What follows belongs to an exercise in optimizing a design on an open flow for small area, a short achievable clock period and few clock cycles; a production flow would make more cautious choices. The RTL was checked by simulation tests, not by an equivalence proof against the original design. Power figures rest on the tool's default switching activity, not on a simulated workload.

File: flow/flow/run.sh
#!/bin/bash
# Standard ORFS layout (the standard.sh), with two changes to how it is made:
# the port buffers are buf_4 instead of the smallest buffer, and timing repair aims
# for 6 ns of setup slack at the design's 10 ns clock.
set -euo pipefail
bash standard.sh SETUP_SLACK_MARGIN=6 'BUFFER_PORTS_ARGS=-buffer_cell sky130_fd_sc_hd__buf_4' finish > make_finish.log 2>&1
File: flow/standard.sh
#!/bin/bash
# synth_recipe.tcl (not shown) runs the flow's synth.tcl, then flattens the netlist and writes it again
# the make line also repeats each setting of config.mk as NAME=value (left out here)
make -C /OpenROAD-flow-scripts/flow DESIGN_CONFIG=/design/flow/config.mk WORK_HOME=/design/flow/orfs CLKGATE_MAP_FILE= SYNTH_SCRIPT=/design/flow/synth_recipe.tcl "${@:-finish}"
File: flow/config.mk
export PLATFORM = sky130hd
export DESIGN_NAME = riscv_core
export DESIGN_NICKNAME = riscv_core
export VERILOG_FILES = /design/flow/design.v
export SDC_FILE = /design/flow/constraint.sdc
export NUM_CORES = 4
export LEC_CHECK = 0
export CAP_MARGIN = 40
export CORE_MARGIN = 2
export CORE_UTILIZATION = 40
export CTS_CLUSTER_DIAMETER = 100
export CTS_CLUSTER_SIZE = 24
export SLEW_MARGIN = 20
File: flow/constraint.sdc
create_clock -name core_clock -period 10.0 [get_ports {CLK}]
set_input_delay 2.0000 -clock core_clock [delete_from_list [all_inputs] [get_ports {CLK}]]
set_output_delay 2.0000 -clock core_clock [all_outputs]
set_load 0.01 [all_outputs]
File: flow/design.v
`timescale 1ns/1ns
package riscv_pkg;
    localparam logic [31:0] reset_sp = 32'h0000_1000;   
    function automatic logic [32:0] add32(input logic [31:0] a, input logic [31:0] b,
                                          input logic cin);
        logic [31:0] g;
        logic [31:0] p;
        logic [31:0] gg;
        logic [31:0] pp;
        g     = a & b;
        p     = a ^ b;
        gg    = g;
        pp    = p;
        gg[0] = g[0] | (p[0] & cin);
        for (int l = 0; l < 5; l++)
            for (int i = 0; i < 32; i++)
                if (((i >> l) & 1) == 1)
                begin
                    gg[i] = gg[i] | (pp[i] & gg[((i >> l) << l) - 1]);
                    pp[i] = pp[i] & pp[((i >> l) << l) - 1];
                end
        add32 = {gg[31], p ^ {gg[30:0], cin}};
    endfunction
endpackage
`timescale 1ns/1ns
module riscv_core
(
    input  logic        CLK,
    input  logic        rst,
    input  logic        hlt,      
    input  logic [31:0] idata,
    input  logic [31:0] datai,
    output logic [31:0] iaddr,
    output logic [31:0] datao,
    output logic [31:0] daddr,
    output logic [3:0]  be,
    output logic        wr,
    output logic        rd,
    output logic        idle
);
    logic [31:2] pc_f;               
    logic        v_d;
    logic [31:0] ir;
    logic [31:2] pc_d;
    logic [31:1] rvalid;             
    logic        v_x;
    logic        x_load;
    logic        x_store;
    logic        x_br;
    logic        x_pred;             
    logic        x_jalr;             
    logic        x_neg;              
    logic        x_sra;              
    logic        x_alt;              
    logic        x_we;               
    logic [4:0]  x_rd;
    logic [2:0]  x_f3;               
    logic [2:0]  x_op;               
    logic [31:0] op1;
    logic [31:0] op2;                
    logic [31:0] x_sd;               
    logic [31:2] alt;                
    logic        v_m;
    logic        m_load;
    logic        m_store;
    logic        m_we;
    logic [4:0]  m_rd;
    logic [2:0]  m_f3;
    logic [31:0] m_val;              
    logic [31:0] m_sd;               
    logic [3:0]  m_be;
    logic        m_rdo;              
    logic        m_wro;              
    logic [31:0] rf [1:31];
    logic [31:0] ld;
    logic [31:0] wb;
    logic [7:0]  lbyte;
    logic [15:0] lhalf;
    logic        m_wen;
    assign lbyte = datai[{m_val[1:0], 3'b000} +: 8];
    assign lhalf = m_val[1] ? datai[31:16] : datai[15:0];
    always_comb
    begin
        case (m_f3[1:0])
            2'd0:    ld = {{24{!m_f3[2] & lbyte[7]}}, lbyte};
            2'd1:    ld = {{16{!m_f3[2] & lhalf[15]}}, lhalf};
            default: ld = datai;
        endcase
    end
    assign wb    = m_load ? ld : m_val;
    assign m_wen = v_m & m_we;
    assign be    = m_be;
    assign daddr = m_val;
    assign datao = m_sd;
    assign rd    = m_rdo;
    assign wr    = m_wro;
    assign idle  = !v_m;
    assign iaddr = {pc_f, 2'b00};
    logic [32:0] sum;
    logic [31:0] xr;
    logic        eq;
    logic        ltu;
    logic        lts;
    logic        cond;
    logic        mis;                
    logic [31:2] fix;                
    logic [4:0]  shamt;
    logic        sleft;
    logic [31:0] sin;
    logic [31:0] sout;
    logic [31:0] shr;
    logic [31:0] alu;
    logic [31:0] x_res;
    logic        x_zero;
    logic        x_wen;
    assign sum  = riscv_pkg::add32(op1, op2, x_neg);
    assign xr   = op1 ^ op2;
    assign eq   = &xr;               
    assign ltu  = !sum[32];
    assign lts  = (op1[31] == op2[31]) ? op1[31] : sum[31];
    always_comb
    begin
        case (x_f3[2:1])
            2'b00:   cond = eq;
            2'b10:   cond = lts;
            2'b11:   cond = ltu;
            default: cond = 1'b0;
        endcase
        cond = cond ^ x_f3[0];
    end
    assign mis = v_x & ((x_br & (cond ^ x_pred)) | x_jalr);
    assign fix = x_jalr ? sum[31:2] : alt;
    assign shamt = op2[4:0];
    assign sleft = !x_op[2];
    always_comb
        for (int i = 0; i < 32; i++)
            sin[i] = sleft ? op1[31-i] : op1[i];
    assign shr = $signed({x_sra & op1[31], sin}) >>> shamt;
    always_comb
        for (int i = 0; i < 32; i++)
            sout[i] = sleft ? shr[31-i] : shr[i];
    always_comb
    begin
        case (x_op)
            3'd0:    alu = sum[31:0];
            3'd1:    alu = sout;
            3'd2:    alu = {31'd0, lts};
            3'd3:    alu = {31'd0, ltu};
            3'd4:    alu = xr;
            3'd5:    alu = sout;
            3'd6:    alu = op1 | op2;
            default: alu = op1 & op2;
        endcase
    end
    assign x_res = x_alt ? {alt, 2'b00} : alu;
    assign x_zero = &((op1 ^ op2) ~^ {op1[30:0] | op2[30:0], x_neg});
    assign x_wen = v_x & x_we;
    logic        f_x0;               
    logic        f_back;             
    logic [10:0] f_lo;               
    logic [31:12] hi_m1;
    logic [31:2] nf;
    assign f_x0   = (idata[6:2] == 5'b11001) & (idata[19:15] == 5'd0);
    assign f_back = (idata[6:2] == 5'b11000) & idata[31];
    assign f_lo  = {1'b0, pc_f[11:2]} + {1'b0, idata[7], idata[30:25], idata[11:9]};
    assign hi_m1 = pc_f[31:12] - 20'd1;
    assign nf    = f_back ? {f_lo[10] ? pc_f[31:12] : hi_m1, f_lo[9:0]} :
                   f_x0   ? {{21{idata[31]}}, idata[30:22]} : pc_f + 30'd1;
    logic [4:0]  opc;
    logic [4:0]  rs1;
    logic [4:0]  rs2;
    logic [4:0]  rdi;
    logic [2:0]  f3;
    logic        d_lui;
    logic        d_auipc;
    logic        d_jal;
    logic        d_jalr;
    logic        d_br;
    logic        d_load;
    logic        d_store;
    logic        d_opi;
    logic        d_op;
    logic        d_neg;
    logic        d_x0;               
    logic        d_pred;             
    logic        use1;
    logic        use2;
    logic        stall;              
    logic [31:0] immi;
    logic [31:0] imms;
    logic [31:2] off;
    logic [31:2] inc;                
    logic [31:2] tsum;
    logic [31:2] d_alt;
    logic [31:0] a1;                 
    logic [31:0] a2;
    logic        d_eqbr;
    logic        d_tk;
    logic        d_fix;              
    logic [31:2] d_tgt;
    logic [31:0] r1;
    logic [31:0] r2;
    assign opc = ir[6:2];
    assign rdi = ir[11:7];
    assign f3  = ir[14:12];
    assign rs1 = ir[19:15];
    assign rs2 = ir[24:20];
    assign d_lui   = (opc == 5'b01101);
    assign d_auipc = (opc == 5'b00101);
    assign d_jal   = (opc == 5'b11011);
    assign d_jalr  = (opc == 5'b11001);
    assign d_br    = (opc == 5'b11000);
    assign d_load  = (opc == 5'b00000);
    assign d_store = (opc == 5'b01000);
    assign d_opi   = (opc == 5'b00100);
    assign d_op    = (opc == 5'b01100);
    assign d_neg = d_br | ((d_op | d_opi) & (f3 == 3'd2 || f3 == 3'd3)) |
                   (d_op & f3 == 3'd0 & ir[30]);
    assign d_x0   = d_jalr & (rs1 == 5'd0);
    assign d_pred = d_jal | d_x0 | (d_br & ir[31]);       
    assign immi = {{21{ir[31]}}, ir[30:20]};
    assign imms = {{21{ir[31]}}, ir[30:25], ir[11:7]};
    always_comb
    begin
        if (ir[3])
            off = {{12{ir[31]}}, ir[19:12], ir[20], ir[30:22]};      
        else if (ir[6])
            off = {{20{ir[31]}}, ir[7], ir[30:25], ir[11:9]};        
        else
            off = ir[31:12] << 10;                                   
    end
    assign inc   = pc_d + 30'd1;
    assign tsum  = 30'(riscv_pkg::add32({pc_d, 2'b00}, {off, 2'b00}, 1'b0) >> 2);
    assign d_alt = d_lui ? (ir[31:12] << 10) :
                   (d_auipc | (d_br & !ir[31])) ? tsum : inc;
    always_comb
    begin
        a1 = '0;
        a2 = '0;
        for (int i = 1; i < 32; i++)
        begin
            if (rs1 == 5'(i) && rvalid[i])
                a1 = a1 | rf[i];
            if (rs2 == 5'(i) && rvalid[i])
                a2 = a2 | rf[i];
        end
        if (rs1 == 5'd2 && !rvalid[2])
            a1 = riscv_pkg::reset_sp;
        if (rs2 == 5'd2 && !rvalid[2])
            a2 = riscv_pkg::reset_sp;
    end
    assign r1 = (x_wen && x_rd == rs1) ? x_res : (m_wen && m_rd == rs1) ? wb : a1;
    assign r2 = (x_wen && x_rd == rs2) ? x_res : (m_wen && m_rd == rs2) ? wb : a2;
    assign use1  = d_jalr | d_br | d_load | d_store | d_opi | d_op;
    assign use2  = d_br | d_store | d_op;
    assign stall = x_wen & x_load & ((use1 & x_rd == rs1) | (use2 & x_rd == rs2));
    assign d_eqbr = d_br & (f3[2:1] == 2'b00) & (rs2 == 5'd0) & x_wen & (x_rd == rs1) &
                    (x_op == 3'd0) & !x_alt & !x_load;
    assign d_tk   = x_zero ^ f3[0];
    assign d_fix  = v_d & ((d_eqbr & (d_tk ^ ir[31])) | d_jal);
    assign d_tgt  = (d_jal | d_tk) ? tsum : inc;
    always_ff @(posedge CLK)
    begin
        if (rst)
        begin
            v_d    <= 1'b0;
            v_x    <= 1'b0;
            v_m    <= 1'b0;
            m_rdo  <= 1'b0;
            m_wro  <= 1'b0;
            pc_f   <= '0;
            rvalid <= '0;
        end
        else if (!hlt)
        begin
            v_m   <= v_x;
            m_rdo <= v_x & x_load;
            m_wro <= v_x & x_store;
            if (mis)
            begin
                pc_f <= fix;                      
                v_d  <= 1'b0;
                v_x  <= 1'b0;
            end
            else if (stall)
                v_x  <= 1'b0;                     
            else if (d_fix)
            begin
                pc_f <= d_tgt;                    
                v_d  <= 1'b0;
                v_x  <= 1'b1;
            end
            else
            begin
                pc_f <= nf;
                v_d  <= 1'b1;
                v_x  <= v_d;
            end
            for (int i = 1; i < 32; i++)
                if (m_wen && m_rd == 5'(i))
                    rvalid[i] <= 1'b1;
        end
    end
    always_ff @(posedge CLK)
    begin
        if (!hlt && !stall)
        begin
            ir   <= idata;
            pc_d <= pc_f;
        end
    end
    always_ff @(posedge CLK)
    begin
        if (!hlt)
        begin
            m_load  <= x_load;
            m_store <= x_store;
            m_we    <= x_we;
            m_rd    <= x_rd;
            m_f3    <= x_f3;
            m_val   <= x_res;
            case (x_f3[1:0])
                2'd0:    m_be <= 4'b0001 << x_res[1:0];
                2'd1:    m_be <= x_res[1] ? 4'b1100 : 4'b0011;
                default: m_be <= 4'b1111;
            endcase
            case (x_f3[1:0])
                2'd0:    m_sd <= {4{x_sd[7:0]}};
                2'd1:    m_sd <= {2{x_sd[15:0]}};
                default: m_sd <= x_sd;
            endcase
        end
    end
    always_ff @(posedge CLK)
    begin
        if (!hlt)
        begin
            x_load  <= d_load;
            x_store <= d_store;
            x_br    <= d_br;
            x_pred  <= d_eqbr ? d_tk : ir[31];
            x_jalr  <= d_jalr & !d_x0;
            x_neg   <= d_neg;
            x_sra   <= ir[30];
            x_alt   <= d_lui | d_auipc | d_jal | d_jalr;
            x_we    <= (d_lui | d_auipc | d_jal | d_jalr | d_load | d_opi | d_op) & (rdi != 5'd0);
            x_rd    <= rdi;
            x_f3    <= f3;
            x_op    <= (d_opi | d_op) ? f3 : 3'd0;
            alt     <= d_alt;
            op1     <= r1;
            op2     <= ((d_opi | d_load | d_jalr) ? immi : d_store ? imms : r2) ^ {32{d_neg}};
            x_sd    <= r2;
        end
    end
    always_ff @(posedge CLK)
    begin
        if (!hlt && m_wen)
            rf[m_rd] <= wb;
    end
endmodule
==> flow_summary.yaml <==
timing:
  fin_worst_skew_ns: 0.0464
  fmax_ghz: 0.240
  setup_viol: 0
  worst_hold_slack_ns: 0.495
  slew_viol_final: 0
  slew_headroom_pct: 25.4
  rsz0062_at_grt: "yes"
  finalCritPeriodShare_pct: 41.7
  final.setup.tns_ns: 0
  worst_pin_slew_ns: 1.12
  hold_viol: 0
  fin_crit_ns: 4.17
power:
  power.static_leakage_nw: 27.1
  max-vdd-ir-drop_mv: 0.140
  p_total_w: 0.0114
  p_per_area_nw_per_um2: 144
finish:
  final_nets: 6103
  final_core_util_pct: 46.7
  drive_above_1_share_pct: 19.9
  fin_cells: 8174
  syn_to_final_growth_pct: 15.6
detailed_routing:
  drt_iter0_drc: 13400
  drc: 0
  top_layer: "met5"
  wl_per_cell_um: 41.6
  wl_met3_um: 52400
  postRouteAntennaNets: 0
  wl_met1_um: 114000
  first_pass_iters: 13
  via_per_inst: 7.40
  routed_wl_um: 340000
  num_vias: 60500
  dr_wl_met2_um: 142000
worst_setup_path:
  cp_max_fo: 25
  worstSetupPathType: "register to register"
  cpMostUsedCell: "buf_4"
  cp_cell_sequence: "buf_6 > nor3b_2 > and2_2 > buf_4 > buf_4 > a22oi_1 > nand3_1 > nor4_1 > buf_4 > o21ai_0 > a2bb2oi_1 > buf_4 > mux2i_1 > nor2_1"
  required_ns: 10.50
  setup.worst_path.start: "ir[22]"
  startpoint_type: "register"
  slowest_stage: "buf_4"
  critical-path-max-stage-delay_ns: 0.53
  crit_path_end_kind: "register"
  arrival_ns: 4.66
  r2r-start: "ir[22]"
floorplan:
  start_util_pct: 40.4
  die_y_um: 418
  die-area_sq_um: 175000
  coreArea_sq_um: 170000
  die-width_um: 418
  num_rows: 151
  pin_count: 170
yosys:
  synth_edf_count: 1276
  synth_common_cells: "edfxtp_1, a22oi_1, nand2_1, clkbuf_1, nor2_1"
  synth_cells: 5705
  synth-seq-cells: 1342
  syn_area_sq_um: 68500
  yosysSeqAreaShare_pct: 57.9
  avgSynthCellArea_sq_um: 12.0
  synth_cell_type_count: 106
  synthArstFlopShare_pct: 0
  synth_largest_area_cell: "edfxtp_1"
  ys.warnings.count: 1
  netlist.area_leader.share_pct: 56.0
  yosysMostFrequentCell: "edfxtp_1"
  synth_area_leaders: "edfxtp_1, a22oi_1, a221oi_1, a22o_1, nand2_1"
  ys.flop_type: "edfxtp_1"
clocking:
  cts_tree: "yes"
  ctsRootBufferMaster: "clkbuf_16"
  cts.clk_slew.worst_paths_ns: 0.11
  ctsHtreeMaxLevel: 3
  cts-buffers-inserted: 69
  clk_latency_ns: 0.77
  cts_sinks: 1342
  cts-hold-fix-buffers: 0
  clockBufferDepth: 3
global_routing:
  grt_pass1_wl_um: 454000
  grt_overflow: 0
  grt_max_degree: 161
  antenna_found_initial: 21
  grt_use_total_pct: 37.4
  first_global_vias: 55300
hold_path:
  hold_class: "register to register"
  hold_path.startpoint: "rvalid[22]"
placement:
  port_buffers: 165
  dp_cells: 7882
  dp_hpwl_um: 210000
  routabilityCongestion: 1.01
outcome:
  status: "no timing/DRC/antenna violations"
flow_run:
  cap_violations: 0
[layout make-up]
class | count | area [sq um]
Antenna cell | 12 | 30.0
Clock inverter | 18 | 318
Inverter | 149 | 579
Multi-Input combinational cell | 3753 | 28400
Sequential cell | 1342 | 39600
Clock buffer | 78 | 1760
Timing Repair Buffer | 604 | 5620
Fill cell | 15100 | 90500
Tap cell | 2218 | 2780
[metrics by stage]
stage	worst slack (ns)	area (sq um)
floorplan	4.00	69100
global placement	4.55	73000
detailed placement	4.51	73900
CTS	5.87	77700
global route	5.77	79100
finish	5.83	79200
[state kept, by name (all words and copies together), names as in the netlist, 3 cells and up]
| name | flops |
|---|---|
| alt | 30 |
| ir | 30 |
| m_be | 4 |
| m_f3 | 3 |
| m_rd | 5 |
| m_sd | 32 |
| m_val | 32 |
| op1 | 32 |
| op2 | 32 |
| pc_d | 30 |
| pc_f | 30 |
| rf | 992 |
| rvalid | 31 |
| x_f3 | 3 |
| x_op | 3 |
| x_rd | 5 |
| x_sd | 32 |
[repair_timing]
| item | in CTS | in global routing |
|---|---|---|
| gates resized for setup | 195 | 133 |
| setup buffers | 88 | 71 |
| cloned | 8 | 2 |
| pin swaps | 38 | 51 |
| setup endpoints to repair | 146 | 86 |
[path summary, 6_finish.rpt]
check | to | slack, ns | cells after the start
hold / removal | rvalid[22] | 0.49 | 2
setup / recovery | op2[1] | 5.83 | 14
setup reg to reg | op2[1] | 5.83 | 14
hold reg to reg | rvalid[22] | 0.49 | 2
[cell families after synthesis]
| kind of cell | synth area share, % |
|---|---|
| AOI/OAI and AO/OA | 19.6 |
| xor gates and xnor gates | 2.31 |
| adders and majority gates | 2.26 |
| buffers and inverters | 3.55 |
| DFF | 57.9 |
| muxes | 4.15 |
| other | 0.00548 |
| and+or+nand+nor | 10.2 |
[worst max-delay path, delay by kind of cell, from the launching register on]
kind / cells / cell delay (ns)
compound gates: 3 / 0.75
buf+inv: 5 / 1.59
flops: 1 / 0.36
mux: 1 / 0.19
simple gates: 5 / 0.96
[cells in the final DEF (no fill, tap or decap), types with 29 or more instances in the layout]
cell type  instances
nand2_1          386
o211ai_1          37
buf_6             35
nand4_1           88
a21oi_2           43
mux4_2            55
dfxtp_1           66
a21o_1            29
mux2i_1           66
a222oi_1          66
a22o_1           209
nor2_1           308
nor2_4            37
mux2_2            45
nand3_1          158
nand2b_1          30
and3_1            68
a221oi_1         206
a211oi_1          42
o21ai_0          158
edfxtp_1        1276
xor2_1            61
a21oi_1          208
inv_1            139
buf_12            33
clkbuf_16         71
a31oi_1           34
xnor2_1          115
nor3_1            98
buf_4            481
ha_1              87
a22oi_1          503
[report_power, final]
part	internal [W]	switching (W)
logic	0.000586	0.00103
registers	0.00633	0.000135
clock network	0.00136	0.00196
[metal layers]
| layer | track usage (%) | vias up |
|---|---|---|
| met3 | 14.9 | 1698 |
| met1 | 45.1 | 29600 |
| li1 | - | 23100 |
| met4 | 26.0 | 26 |
| met5 | 1.06 | - |
| met2 | 54.5 | 6036 |
Testbench counts, summed over its fixed seeds: cycles 23,295.

-- port drivers added, routing unchanged --
The results above use ideal ports. As a check the final layout listed here was re-extracted and re-timed, cells and wires unchanged. Step 1 (the two cells are an assumption about what drives the block):
set clk [get_ports {CLK}]
set_driving_cell -lib_cell sky130_fd_sc_hd__clkbuf_16 $clk
set_driving_cell -lib_cell sky130_fd_sc_hd__buf_2 [delete_from_list [all_inputs] $clk]
Step 2 moves the port delays by t, midway between the first and last clock arrival at a register: inputs arrive t later, outputs are due t later. That takes back most of the time a late clock gives input paths. a / b / c = ideal ports / drivers / drivers and shift; a / b = the first two.
t, ns: 0.828
setup slack, ns: 5.831 / 5.831 / 5.124
worst setup path at the end: input to register
cell pins on the clock port's net: 1
After both steps setup and hold are still met in this run. For this run, drivers alone change the setup slack by 0.000 ns; drivers and shift together by -0.707 ns.
